What follows belongs to an exercise in optimizing a design on an open flow for small area, a short achievable clock period and few clock cycles per item; a production flow would make more cautious choices.
The RTL was checked by simulation tests, not by an equivalence proof against the original design.
Power is estimated from default activity; no workload was simulated.

==> flow/design.v <==
package psq_pkg;
    localparam int PID_W    = 22;
    localparam int WORK_W   = 16;
    localparam int STATUS_W = 2;
    localparam int WCOUNT_W = 7;
    localparam int SLICE_W  = 8;
    localparam int POLICY_W = 2;
    localparam int CFG_W    = 8;
    localparam int DEFAULT_QUEUE_DEPTH = 64;
    localparam logic [POLICY_W-1:0] POLICY_FCFS = 2'd0;
    localparam logic [POLICY_W-1:0] POLICY_SJF  = 2'd1;
    localparam logic [POLICY_W-1:0] POLICY_SRTF = 2'd2;
    localparam logic [POLICY_W-1:0] POLICY_RR   = 2'd3;
    localparam logic [STATUS_W-1:0] ST_WORKING  = 2'd0;
    localparam logic [STATUS_W-1:0] ST_FINISHED = 2'd1;
    localparam logic [STATUS_W-1:0] ST_EXPIRED  = 2'd2;
    localparam logic [STATUS_W-1:0] ST_DENIED   = 2'd3;
    localparam logic REG_POLICY = 1'b0;
    localparam logic REG_SLICE  = 1'b1;
    localparam logic [SLICE_W-1:0] SLICE_RESET = 8'd10;
endpackage
module psq_ram #(
    parameter int WIDTH = 8,
    parameter int DEPTH = 64
) (
    input  logic                     clk,
    input  logic                     we,
    input  logic [$clog2(DEPTH)-1:0] wr_addr,
    input  logic [WIDTH-1:0]         wr_data,
    input  logic [$clog2(DEPTH)-1:0] rd_addr,
    output logic [WIDTH-1:0]         rd_data
);
    logic [WIDTH-1:0] mem [DEPTH];
    always_ff @(posedge clk)
    begin
        if (we)
        begin
            mem[wr_addr] <= wr_data;
        end
        rd_data <= mem[rd_addr];
    end
endmodule
module process_scheduler_queue #(
    parameter int QUEUE_DEPTH = psq_pkg::DEFAULT_QUEUE_DEPTH
) (
    input  logic                      clk,
    input  logic                      rst_n,
    input  logic                      cfg_we,
    input  logic                      cfg_index,
    input  logic [psq_pkg::CFG_W-1:0] cfg_data,
    input  logic                         req_valid,
    output logic                         req_ready,
    input  logic [psq_pkg::PID_W-1:0]    req_requester_pid,
    input  logic [psq_pkg::WORK_W-1:0]   req_work_left,
    output logic                         res_valid,
    input  logic                         res_ready,
    output logic [psq_pkg::STATUS_W-1:0] res_status,
    output logic                         res_dropped,
    output logic                         res_cpu_idle,
    output logic [psq_pkg::PID_W-1:0]    res_running_pid,
    output logic [psq_pkg::WCOUNT_W-1:0] res_waiting_count
);
    localparam int AW = (QUEUE_DEPTH > 1) ? $clog2(QUEUE_DEPTH) : 1;
    localparam int CW = $clog2(QUEUE_DEPTH + 1);
    typedef enum logic [3:0] {
        S_IDLE, S_EXEC1, S_EXEC2, S_HEAD_RD, S_HEAD_WAIT, S_SRCH, S_SRCH_CMP,
        S_SORT_I, S_SORT_KEY, S_SORT_J, S_SORT_CMP, S_FIN
    } state_t;
    state_t                          state_reg, state_next;
    logic [psq_pkg::PID_W-1:0]       pid_reg, pid_next;
    logic [psq_pkg::WORK_W-1:0]      work_reg, work_next;
    logic [psq_pkg::STATUS_W-1:0]    status_reg, status_next;
    logic                            dropped_reg, dropped_next;
    logic [CW-1:0]                   count_reg, count_next;
    logic [AW-1:0]                   head_reg, head_next;
    logic [psq_pkg::PID_W-1:0]       holder_reg, holder_next;
    logic                            idle_reg, idle_next;
    logic [psq_pkg::SLICE_W-1:0]     slice_reg, slice_next;
    logic [psq_pkg::POLICY_W-1:0]    policy_reg, policy_next;
    logic [psq_pkg::SLICE_W-1:0]     slen_reg, slen_next;
    logic [CW-1:0]                   i_reg, i_next;
    logic [CW-1:0]                   j_reg, j_next;
    logic [psq_pkg::PID_W-1:0]       kpid_reg, kpid_next;
    logic [psq_pkg::WORK_W-1:0]      kwork_reg, kwork_next;
    logic                            pop_reg, pop_next;
    logic                            ovalid_reg, ovalid_next;
    logic [psq_pkg::STATUS_W-1:0]    ostatus_reg, ostatus_next;
    logic                            odropped_reg, odropped_next;
    logic                            oidle_reg, oidle_next;
    logic [psq_pkg::PID_W-1:0]       opid_reg, opid_next;
    logic [psq_pkg::WCOUNT_W-1:0]    ocount_reg, ocount_next;
    logic                            we_pid, we_work;
    logic [AW-1:0]                   wr_addr, rd_addr;
    logic [psq_pkg::PID_W-1:0]       wr_pid, rd_pid;
    logic [psq_pkg::WORK_W-1:0]      wr_work, rd_work;
    logic                            full;
    function automatic logic [AW-1:0] phys(input logic [AW-1:0] head,
                                            input logic [CW-1:0] l);
        logic [AW:0] s;
        s = {1'b0, head} + (AW+1)'(l);
        if (s >= (AW+1)'(QUEUE_DEPTH))
        begin
            s = s - (AW+1)'(QUEUE_DEPTH);
        end
        phys = s[AW-1:0];
    endfunction
    assign full = (count_reg >= CW'(QUEUE_DEPTH));
    psq_ram #(.WIDTH(psq_pkg::PID_W), .DEPTH(QUEUE_DEPTH)) u_pid_ram (
        .clk(clk), .we(we_pid), .wr_addr(wr_addr), .wr_data(wr_pid),
        .rd_addr(rd_addr), .rd_data(rd_pid)
    );
    psq_ram #(.WIDTH(psq_pkg::WORK_W), .DEPTH(QUEUE_DEPTH)) u_work_ram (
        .clk(clk), .we(we_work), .wr_addr(wr_addr), .wr_data(wr_work),
        .rd_addr(rd_addr), .rd_data(rd_work)
    );
    always_comb
    begin
        state_next    = state_reg;
        pid_next      = pid_reg;
        work_next     = work_reg;
        status_next   = status_reg;
        dropped_next  = dropped_reg;
        count_next    = count_reg;
        head_next     = head_reg;
        holder_next   = holder_reg;
        idle_next     = idle_reg;
        slice_next    = slice_reg;
        policy_next   = policy_reg;
        slen_next     = slen_reg;
        i_next        = i_reg;
        j_next        = j_reg;
        kpid_next     = kpid_reg;
        kwork_next    = kwork_reg;
        pop_next      = pop_reg;
        ovalid_next   = ovalid_reg;
        ostatus_next  = ostatus_reg;
        odropped_next = odropped_reg;
        oidle_next    = oidle_reg;
        opid_next     = opid_reg;
        ocount_next   = ocount_reg;
        we_pid        = 1'b0;
        we_work       = 1'b0;
        wr_addr       = phys(head_reg, count_reg);
        wr_pid        = pid_reg;
        wr_work       = work_reg;
        rd_addr       = head_reg;
        if (cfg_we)
        begin
            if (cfg_index == psq_pkg::REG_POLICY)
            begin
                policy_next = cfg_data[psq_pkg::POLICY_W-1:0];
            end
            else
            begin
                slen_next = cfg_data;
            end
        end
        if (ovalid_reg && res_ready)
        begin
            ovalid_next = 1'b0;
        end
        case (state_reg)
            S_IDLE:
            begin
                if (req_valid)
                begin
                    pid_next     = req_requester_pid;
                    work_next    = req_work_left;
                    dropped_next = 1'b0;
                    state_next   = S_EXEC1;
                end
            end
            S_EXEC1:
            begin
                if (idle_reg)
                begin
                    idle_next   = 1'b0;
                    holder_next = pid_reg;
                    if (policy_reg == psq_pkg::POLICY_SRTF)
                    begin
                        if (full)
                        begin
                            dropped_next = 1'b1;
                        end
                        else
                        begin
                            we_pid     = 1'b1;
                            we_work    = 1'b1;
                            count_next = count_reg + CW'(1);
                        end
                    end
                end
                state_next = S_EXEC2;
            end
            S_EXEC2:
            begin
                state_next = S_FIN;
                if (holder_reg == pid_reg)
                begin
                    if (work_reg == '0)
                    begin
                        status_next = psq_pkg::ST_FINISHED;
                        if (policy_reg == psq_pkg::POLICY_SRTF)
                        begin
                            if (count_reg <= CW'(1))
                            begin
                                count_next  = '0;
                                idle_next   = 1'b1;
                                holder_next = '0;
                                if (count_reg != '0)
                                begin
                                    head_next = phys(head_reg, CW'(1));
                                end
                            end
                            else
                            begin
                                count_next = count_reg - CW'(1);
                                head_next  = phys(head_reg, CW'(1));
                                pop_next   = 1'b0;
                                state_next = S_HEAD_RD;
                            end
                        end
                        else
                        begin
                            if (policy_reg == psq_pkg::POLICY_RR)
                            begin
                                slice_next = '0;
                            end
                            if (count_reg == '0)
                            begin
                                idle_next   = 1'b1;
                                holder_next = '0;
                            end
                            else
                            begin
                                pop_next   = 1'b1;
                                state_next = S_HEAD_RD;
                            end
                        end
                    end
                    else
                    begin
                        status_next = psq_pkg::ST_WORKING;
                        if (policy_reg == psq_pkg::POLICY_SRTF)
                        begin
                            we_work = 1'b1;
                            wr_addr = head_reg;
                        end
                        else if (policy_reg == psq_pkg::POLICY_RR)
                        begin
                            if (slice_reg == slen_reg)
                            begin
                                slice_next  = '0;
                                status_next = psq_pkg::ST_EXPIRED;
                                if (count_reg == '0)
                                begin
                                    idle_next   = 1'b1;
                                    holder_next = '0;
                                end
                                else
                                begin
                                    pop_next   = 1'b1;
                                    state_next = S_HEAD_RD;
                                end
                            end
                            else
                            begin
                                slice_next = slice_reg + 8'd1;
                            end
                        end
                    end
                end
                else
                begin
                    status_next = psq_pkg::ST_DENIED;
                    i_next      = '0;
                    state_next  = S_SRCH;
                end
            end
            S_HEAD_RD:
            begin
                state_next = S_HEAD_WAIT;
            end
            S_HEAD_WAIT:
            begin
                holder_next = rd_pid;
                if (pop_reg)
                begin
                    head_next  = phys(head_reg, CW'(1));
                    count_next = count_reg - CW'(1);
                end
                state_next = S_FIN;
            end
            S_SRCH:
            begin
                if (i_reg == count_reg)
                begin
                    if (full)
                    begin
                        dropped_next = 1'b1;
                    end
                    else
                    begin
                        we_pid     = 1'b1;
                        we_work    = 1'b1;
                        count_next = count_reg + CW'(1);
                    end
                    if (policy_reg == psq_pkg::POLICY_SJF ||
                        policy_reg == psq_pkg::POLICY_SRTF)
                    begin
                        i_next     = CW'(1);
                        state_next = S_SORT_I;
                    end
                    else
                    begin
                        state_next = S_FIN;
                    end
                end
                else
                begin
                    rd_addr    = phys(head_reg, i_reg);
                    state_next = S_SRCH_CMP;
                end
            end
            S_SRCH_CMP:
            begin
                if (rd_pid == pid_reg)
                begin
                    state_next = S_FIN;
                end
                else
                begin
                    i_next     = i_reg + CW'(1);
                    state_next = S_SRCH;
                end
            end
            S_SORT_I:
            begin
                if (i_reg >= count_reg)
                begin
                    if (policy_reg == psq_pkg::POLICY_SRTF && count_reg != '0)
                    begin
                        pop_next   = 1'b0;
                        state_next = S_HEAD_RD;
                    end
                    else
                    begin
                        state_next = S_FIN;
                    end
                end
                else
                begin
                    rd_addr    = phys(head_reg, i_reg);
                    state_next = S_SORT_KEY;
                end
            end
            S_SORT_KEY:
            begin
                kpid_next  = rd_pid;
                kwork_next = rd_work;
                j_next     = i_reg;
                state_next = S_SORT_J;
            end
            S_SORT_J:
            begin
                if (j_reg == '0)
                begin
                    we_pid     = 1'b1;
                    we_work    = 1'b1;
                    wr_addr    = head_reg;
                    wr_pid     = kpid_reg;
                    wr_work    = kwork_reg;
                    i_next     = i_reg + CW'(1);
                    state_next = S_SORT_I;
                end
                else
                begin
                    rd_addr    = phys(head_reg, j_reg - CW'(1));
                    state_next = S_SORT_CMP;
                end
            end
            S_SORT_CMP:
            begin
                we_pid  = 1'b1;
                we_work = 1'b1;
                wr_addr = phys(head_reg, j_reg);
                if (rd_work > kwork_reg)
                begin
                    wr_pid     = rd_pid;
                    wr_work    = rd_work;
                    j_next     = j_reg - CW'(1);
                    state_next = S_SORT_J;
                end
                else
                begin
                    wr_pid     = kpid_reg;
                    wr_work    = kwork_reg;
                    i_next     = i_reg + CW'(1);
                    state_next = S_SORT_I;
                end
            end
            S_FIN:
            begin
                if (!ovalid_reg || res_ready)
                begin
                    ovalid_next   = 1'b1;
                    ostatus_next  = status_reg;
                    odropped_next = dropped_reg;
                    oidle_next    = idle_reg;
                    opid_next     = idle_reg ? '0 : holder_reg;
                    ocount_next   = psq_pkg::WCOUNT_W'(count_reg);
                    state_next    = S_IDLE;
                end
            end
            default:
            begin
                state_next = S_IDLE;
            end
        endcase
    end
    always_ff @(posedge clk or negedge rst_n)
    begin
        if (!rst_n)
        begin
            state_reg   <= S_IDLE;
            count_reg   <= '0;
            head_reg    <= '0;
            holder_reg  <= '0;
            idle_reg    <= 1'b1;
            slice_reg   <= '0;
            policy_reg  <= psq_pkg::POLICY_FCFS;
            slen_reg    <= psq_pkg::SLICE_RESET;
            ovalid_reg  <= 1'b0;
        end
        else
        begin
            state_reg   <= state_next;
            count_reg   <= count_next;
            head_reg    <= head_next;
            holder_reg  <= holder_next;
            idle_reg    <= idle_next;
            slice_reg   <= slice_next;
            policy_reg  <= policy_next;
            slen_reg    <= slen_next;
            ovalid_reg  <= ovalid_next;
        end
    end
    always_ff @(posedge clk)
    begin
        pid_reg      <= pid_next;
        work_reg     <= work_next;
        status_reg   <= status_next;
        dropped_reg  <= dropped_next;
        i_reg        <= i_next;
        j_reg        <= j_next;
        kpid_reg     <= kpid_next;
        kwork_reg    <= kwork_next;
        pop_reg      <= pop_next;
        ostatus_reg  <= ostatus_next;
        odropped_reg <= odropped_next;
        oidle_reg    <= oidle_next;
        opid_reg     <= opid_next;
        ocount_reg   <= ocount_next;
    end
    assign req_ready         = (state_reg == S_IDLE);
    assign res_valid         = ovalid_reg;
    assign res_status        = ostatus_reg;
    assign res_dropped       = odropped_reg;
    assign res_cpu_idle      = oidle_reg;
    assign res_running_pid   = opid_reg;
    assign res_waiting_count = ocount_reg;
endmodule
==> flow/run.sh <==
#!/bin/bash
# synth_recipe.tcl (not shown) runs the flow's synth.tcl, then flattens the netlist and writes it again
# the make line also repeats each setting of config.mk as NAME=value (left out here)
make -C /OpenROAD-flow-scripts/flow DESIGN_CONFIG=/design/flow/config.mk WORK_HOME=/design/flow/orfs CLKGATE_MAP_FILE= SYNTH_SCRIPT=/design/flow/synth_recipe.tcl finish
==> flow/config.mk <==
export PLATFORM = sky130hd
export DESIGN_NAME = process_scheduler_queue
export DESIGN_NICKNAME = process_scheduler_queue
export VERILOG_FILES = /design/flow/design.v
export SDC_FILE = /design/flow/constraint.sdc
export NUM_CORES = 4
export LEC_CHECK = 0
export CAP_MARGIN = 20
export CORE_MARGIN = 2
export CORE_UTILIZATION = 45
export PLACE_DENSITY = 0.6
export SLEW_MARGIN = 20
==> flow/constraint.sdc <==
create_clock -name core_clock -period 9.0 [get_ports {clk}]
set_input_delay 1.8000 -clock core_clock [delete_from_list [all_inputs] [get_ports {clk}]]
set_output_delay 1.8000 -clock core_clock [all_outputs]
set_load 0.01 [all_outputs]
==> flow_summary.toml <==
[synthesis]
ys_seq_elements = 2656
synth_compound_area_share_pct = 9.06
synth_cells = 6273
synth_top_area_cell = "edfxtp_1"
netlist_top_cells_count = "edfxtp_1 (2559), nand2_1 (621), a21oi_1 (421), mux2i_1 (382), a221oi_1 (230)"
async_reset_ff_share_pct = 2.22
synthSimpleGateAreaFrac_pct = 4.21
synth_top_area_share_pct = 73.3
synthXorXnorAreaFrac_pct = 0.693
syn-num-nets = 6382
synth_flop_cell = "edfxtp_1"
ys_types = 75
synth_top_family_by_area = "compound AO/OA/AOI/OAI gates"
synth.most_common_cell = "edfxtp_1"
yosysWarnings = 3
syn_area_um2 = 105000
synthAdderAreaFrac_pct = 0.709
synthMuxAreaShare_pct = 7.84
syn_area_per_cell_um2 = 16.7
yosysSeqAreaShare_pct = 75.4
synth-edff-count = 2559
synth.top_cells.by_area = "edfxtp_1 (73%), mux2i_1 (3.6%), mux4_2 (3.3%), nand2_1 (2.2%), a21oi_1 (2.0%)"

[routing]
firstDrtPassIters = 5
wl_mm = 288
vias = 60000
wl_per_cell_um = 29.6
drtAntennaViolNets = 0
viasPerCell = 6.16
drcViolationCount = 0
first_iter_violations = 7563

[floorplanning]
die_width_um = 487
die_y_um = 487
die-area_um2 = 237000
ios = 87
coreArea_um2 = 232000
start_util_pct = 45.2
num_rows = 177

[clocking]
cts_made_buffers = 281
root_buffer = "clkbuf_16"
clk_pin_slew_worst_paths_ns = 0.07
cts_tree = "yes"
insertion_delay_ns = 0.94
htree_levels = 5
cts_hold_buf = 0
clk_path_buf_depth = 4
post_cts_resized = 0
postCtsSetupBuffers = 0
clock_sinks = 2656

[critical_path]
cpPeakStageDelay_ns = 0.92
setup.worst_path.class = "register to register"
cp_common_cell = "buf_4"
slowest_stage = "a221oi_4"
reg2reg_depth = 14
crit_path_end_kind = "register"
crit_path_start_kind = "register"
path_cells = "inv_1 -> ha_1 -> a211o_1 -> a211oi_2 -> o211ai_2 -> a221oi_4 -> buf_12 -> buf_4 -> buf_4 -> mux2_2 -> o21ai_0 -> a31oi_1 -> o41ai_1 -> nand4_1"
cp_max_fo = 72
worstPathRequired_ns = 9.68
critPathArrivalTime_ns = 7.03

[finish]
reg_top3 = "u_pid_ram.mem (1408), u_work_ram.mem (1024)"
syn_to_final_growth_pct = 13.4
nNetsFinal = 6617
fin_cells = 9738
top_register = "u_pid_ram.mem"
largest_reg_flops = 1408
drive_above_1_share_pct = 15.9

[global_routing]
antenna_found_initial = 6
overflow = 0
grt_pass1_wl_mm = 413
grt_max_degree = 152
gr-usage-all-layers_pct = 23.8
grt_pass1_vias = 57400

[sta]
min_period_ns = 6.34
slew_violations = 0
setup_viol = 0
min_period_over_period_pct = 70.5
skew_ns = 0.0667
max_slew_margin_pct = 18.9
fin_tns_setup_ns = 0
rsz0062_at_grt = "no"
finalHoldViolCount = 0
worst_pin_slew_ns = 1.20
worst_hold_slack_ns = 0.418
fmax_ghz = 0.158

[power]
power_mw = 44.0
ir_drop_v = 0.000509
powerDensity_nw_per_um2 = 370
leakage_nw = 38.7

[placement]
hpwl_mm = 162
gp_congestion = 0.858
dp_cells = 9268
port_buffers = 86

[worst_hold_path]
hold_class = "register to register"
min_delay_path_depth = 0

[run]
max_cap_viol_count = 0

[outcome]
status = "finished clean"
==> path summary, 6_finish.rpt <==
path                               startpoint  slack (ns)                     to
max in group asynchronous               rst_n        7.40         holder_reg[20]
worst max-delay path             count_reg[1]        2.66  u_work_ram.rd_data[9]
worst min-delay path            status_reg[0]        0.42         ostatus_reg[0]
min in group asynchronous               rst_n        1.08            head_reg[4]
worst max register to register   count_reg[1]        2.66  u_work_ram.rd_data[9]
worst min register to register  status_reg[0]        0.42         ostatus_reg[0]
==> critical path: cells and delay by family, from the launching register on <==
family / cells / cell delay (ns)
buf+inv: 4 / 1.52
flops: 1 / 0.55
fa+ha+maj: 1 / 0.34
mux: 1 / 0.39
compound gates: 7 / 2.83
simple gates: 1 / 0.36
==> power breakdown <==
group,internal [mW],switching [mW]
clock,6.34,4.55
sequential,14.8,0.582
combinational,5.62,12.1
total,26.7,17.2
==> routing by layer <==
metal  global-route usage [%]  vias to the layer above  wire length, um
met5                        0                        -               12
met4                     6.37                        2             6500
met3                     4.02                      388            25100
met2                     36.3                     2820           131000
met1                     35.6                    31200           125000
li1                         -                    25600                -
==> per-stage QoR <==
stage,instance area (um2),setup WS (ns),util (%)
after floorplan,105000,4.84,-
after global placement,110000,2.37,47.5
final,119000,2.66,51.3
after global routing,119000,2.32,51.3
after detailed placement,110000,2.66,47.6
after CTS,119000,2.68,51.2
==> cell type report <==
class | instances | area (um2)
flip-flops and latches | 2656 | 79100
fillers | 18700 | 113000
clock buffers | 354 | 7530
multi-input cells | 3166 | 24400
repair buffers | 355 | 3050
clock inverters | 112 | 936
well taps | 3043 | 3810
diodes | 4 | 10.0
inverters | 48 | 180
==> layout by cell type (no fill, tap or decap), types with 56 or more instances in the layout <==
cell             count
nand2_1            618
o311ai_1            57
o22ai_1            157
clkbuf_16          287
nor2_2              58
nor2_1             123
clkdlybuf4s50_1     85
a21oi_1            419
mux4_2             152
dfrtp_1             56
edfxtp_1          2559
mux2i_1            382
nor2b_1             65
o21ai_0            109
a31oi_1             81
clkbuf_1            57
buf_4              249
a22o_1             123
nand4_1             59
mux2_2              81
a221oi_1           230
==> logic make-up after synthesis <==
family,Yosys count
buffers and inverters,451
DFF,2656
adders and majority gates,57
muxes,621
xor gates and xnor gates,83
AOI/OAI and AO/OA,1375
and+or+nand+nor,1030
Testbench counts, summed over its fixed seeds: cycles 365,857, items 7,680.

==> re-timing with driven ports <==
How much do the figures lean on ideal ports? The routed layout below was timed once more, with nothing changed but the port constraints. Step 1 assumes that a clkbuf_16 drives the clock port and a buf_2 every other input. Step 2 moves the port delays by t, midway between the first and last clock arrival at a register: inputs arrive t later, outputs are due t later. That takes back most of the time a late clock gives input paths. Slacks: ideal / step 1 / step 2; pairs: ideal / step 1.
shift t [ns]: 1.004
setup WS [ns]: 2.655 / 2.655 / 2.655
worst setup path at the end: register to register
cell pins on the clock port's net: 1
After both steps this run still meets setup and hold. The setup slack of this run moves by 0.000 ns with the drivers and by 0.000 ns with both steps.
